This is an optimization exercise on Yosys and OpenROAD, whose aim is small area, not a production implementation.
Function was checked by simulation only, so behaviour that the tests miss may differ from the original.
Power is estimated from default activity; no workload was simulated.

run 1:
==> flow/design.v (excerpt) <==
module l1_top (
    input  logic          clk,
    input  logic          reset,
    input  logic          req_valid,
    output logic          req_ready,
    input  logic [78:0]   req,
    output logic          resp_valid,
    output logic [35:0]   resp,
    output logic          diff_valid,
    input  logic          diff_ready,
    output logic [48:0]   diff
);
    localparam logic [1:0] OP_RD   = 2'd0;
    localparam logic [1:0] OP_WR   = 2'd1;
    localparam logic [1:0] OP_FILL = 2'd2;
    localparam logic [1:0] OP_INV  = 2'd3;
    logic [1:0]  q_op;
    logic [7:0]  q_tag;
    logic [3:0]  q_set;
    logic [31:0] q_wdata;
    logic [31:0] q_fdata;
    logic        q_fs;
    assign {q_op, q_tag, q_set, q_wdata, q_fdata, q_fs} = req;
    logic [7:0]  tag_mem  [32];    
    logic [31:0] data_mem [32];
    logic [31:0] valid;            
    logic [15:0] victim;
    logic        run;
    logic        va, vb;
    logic [1:0]  r_op;
    logic [7:0]  r_tag;
    logic [3:0]  r_set;
    logic        r_fs;
    logic [31:0] r_data;
    logic        hit, way;         
    logic        wr_line, rec, flip;
    logic [3:0]  b_set;
    logic [1:0]  b_op;
    logic        b_hit;
    logic        b_way;
    logic [15:0] log_hdr [4];      
    logic [31:0] log_dat [4];
    logic [1:0]  al_ptr, wr_ptr, rd_ptr;
    logic [3:0]  fill;
    logic        accept;
    logic [15:0] q_sel;
    logic [18:0] set_rd;           
  ...
==> flow/config.mk <==
export PLATFORM = sky130hd
export DESIGN_NAME = l1_top
export DESIGN_NICKNAME = l1_top
export VERILOG_FILES = /design/flow/design.v
export SDC_FILE = /design/flow/constraint.sdc
export NUM_CORES = 4
export LEC_CHECK = 0
export CAP_MARGIN = 20
export CORE_MARGIN = 2
export CORE_UTILIZATION = 55
export CTS_BUF_LIST = sky130_fd_sc_hd__clkbuf_16
export CTS_CLUSTER_DIAMETER = 90
export CTS_CLUSTER_SIZE = 30
export SLEW_MARGIN = 20
export SYNTH_HIERARCHICAL = 1
==> flow/constraint.sdc <==
create_clock -name core_clock -period 4.5 [get_ports {clk}]
set_input_delay 0.9000 -clock core_clock [delete_from_list [all_inputs] [get_ports {clk}]]
set_output_delay 0.9000 -clock core_clock [all_outputs]
set_load 0.01 [all_outputs]
standard.sh (not shown) runs the stock make flow with config.mk's settings and CLKGATE_MAP_FILE= SYNTH_SCRIPT=/design/flow/synth_recipe.tcl, a recipe that flattens the netlist after the stock synthesis.
==> flow/flow/run.sh <==
#!/bin/bash
# The standard layout (the standard.sh, standard synthesis unchanged) with
# two placement/CTS choices made here:
#  - each port is buffered with the smallest buffer, sky130_fd_sc_hd__buf_1;
#  - clock tree synthesis inserts no dummy loads.
# make's and each tool's full output: flow_make.log here, orfs/logs/ per step.
set -o pipefail
bash standard.sh \
    "BUFFER_PORTS_ARGS=-buffer_cell sky130_fd_sc_hd__buf_1" \
    "CTS_ARGS=-sink_clustering_enable -repair_clock_nets -dont_use_dummy_load -buf_list sky130_fd_sc_hd__clkbuf_16 -sink_clustering_size 30 -sink_clustering_max_diameter 90" \
    finish > flow_make.log 2>&1
[inputs] run 2 vs run 1
--- a/flow/flow/run.sh
+++ b/flow/flow/run.sh
@@ -10 +10 @@
-    "CTS_ARGS=-sink_clustering_enable -repair_clock_nets -dont_use_dummy_load -buf_list sky130_fd_sc_hd__clkbuf_16 -sink_clustering_size 30 -sink_clustering_max_diameter 90" \
+    "CTS_ARGS=-sink_clustering_enable -repair_clock_nets -dont_use_dummy_load -buf_list sky130_fd_sc_hd__clkbuf_8 -sink_clustering_size 14 -sink_clustering_max_diameter 50" \
--- a/flow/config.mk
+++ b/flow/config.mk
@@ -11,3 +11,3 @@
-export CTS_BUF_LIST = sky130_fd_sc_hd__clkbuf_16
-export CTS_CLUSTER_DIAMETER = 90
-export CTS_CLUSTER_SIZE = 30
+export CTS_BUF_LIST = sky130_fd_sc_hd__clkbuf_8
+export CTS_CLUSTER_DIAMETER = 50
+export CTS_CLUSTER_SIZE = 14
==> comparison <==
Per the comparison of run 2 with run 1, area of all sequential standard cells roughly the same, fraction of final layout cells with drive strength greater than 1 higher, share of total power in the clock network higher, routed wire length higher, sequential fraction of design power lower. Number of core rows: run 2 vs run 1 identical. Every stage of the flow completed for run 2, and the final layout passed the timing, design-rule and antenna checks. Of the two values seen for worst-path cell with the longest stage delay, sky130_fd_sc_hd__dfxtp_1 was produced by run 2 and sky130_fd_sc_hd__or3_1 by run 1. Run 2 vs. run 1: least setup slack across all paths after layout went down by 0.072 ns. From run 1 to run 2, remaining routing DRC violations did not move at all. Comparing run 2 and run 1, maximum cell stage delay along the critical path is lower on run 2. On total design power, run 2 does worse than run 1. A critical path class of flip-flop to flip-flop is what run 1 shows, while flip-flop to primary output belongs to run 2.
Changes in run 3 relative to run 2:
--- a/flow/flow/run.sh
+++ b/flow/flow/run.sh
@@ -10 +10 @@
-    "CTS_ARGS=-sink_clustering_enable -repair_clock_nets -dont_use_dummy_load -buf_list sky130_fd_sc_hd__clkbuf_8 -sink_clustering_size 14 -sink_clustering_max_diameter 50" \
+    "CTS_ARGS=-sink_clustering_enable -repair_clock_nets -dont_use_dummy_load -buf_list sky130_fd_sc_hd__clkbuf_8 -sink_clustering_size 16 -sink_clustering_max_diameter 60" \
--- a/flow/config.mk
+++ b/flow/config.mk
@@ -12,2 +12,2 @@
-export CTS_CLUSTER_DIAMETER = 50
-export CTS_CLUSTER_SIZE = 14
+export CTS_CLUSTER_DIAMETER = 60
+export CTS_CLUSTER_SIZE = 16
Notes after the runs:
Run 3 vs. run 2: final cell area excluding filler cells moved down, ratio of final minimum period to clock period level, routed metal-1 wirelength moved down. A uppermost metal layer occupied by signal nets of met4 is what run 3 shows, while met5 belongs to run 2. NOTE: total global-route track usage in run 3 falls short of that of run 2. Run 3: reported clock group power is 9.1% lower than what run 2 reported. Changes observed in run 3 relative to run 2: total power now sits lower, sum of routed wire length over all layers now sits at about the same level.

==> afterwards: timing with drivers on the ports <==
How much do the figures lean on ideal ports? The routed layouts below were timed once more, with nothing changed but the port constraints.
Step 1 assumes that a clkbuf_16 drives the clock port and a buf_2 every other input.
Step 2 moves the port delays by t, midway between the first and last clock arrival at a register: inputs arrive t later, outputs are due t later. That takes back most of the time a late clock gives input paths.
a / b / c = no drivers / after step 1 / after step 2; a / b = the first two.
run | t (ns) | setup WS [ns] | hold slack, ns
run 1 | 0.703 | 1.001 / 1.001 / 0.358 | 0.321 / 0.281 / 0.367
run 2 | 0.887 | 0.929 / 0.865 / 0.404 | 0.173 / 0.135 / 0.328
run 3 | 0.845 | 0.929 / 0.865 / 0.367 | 0.201 / 0.164 / 0.355
After both steps every run listed still meets setup and hold. The setup slack of run 1, which loses most, moves by 0.000 ns with the drivers and by -0.643 ns with both steps.
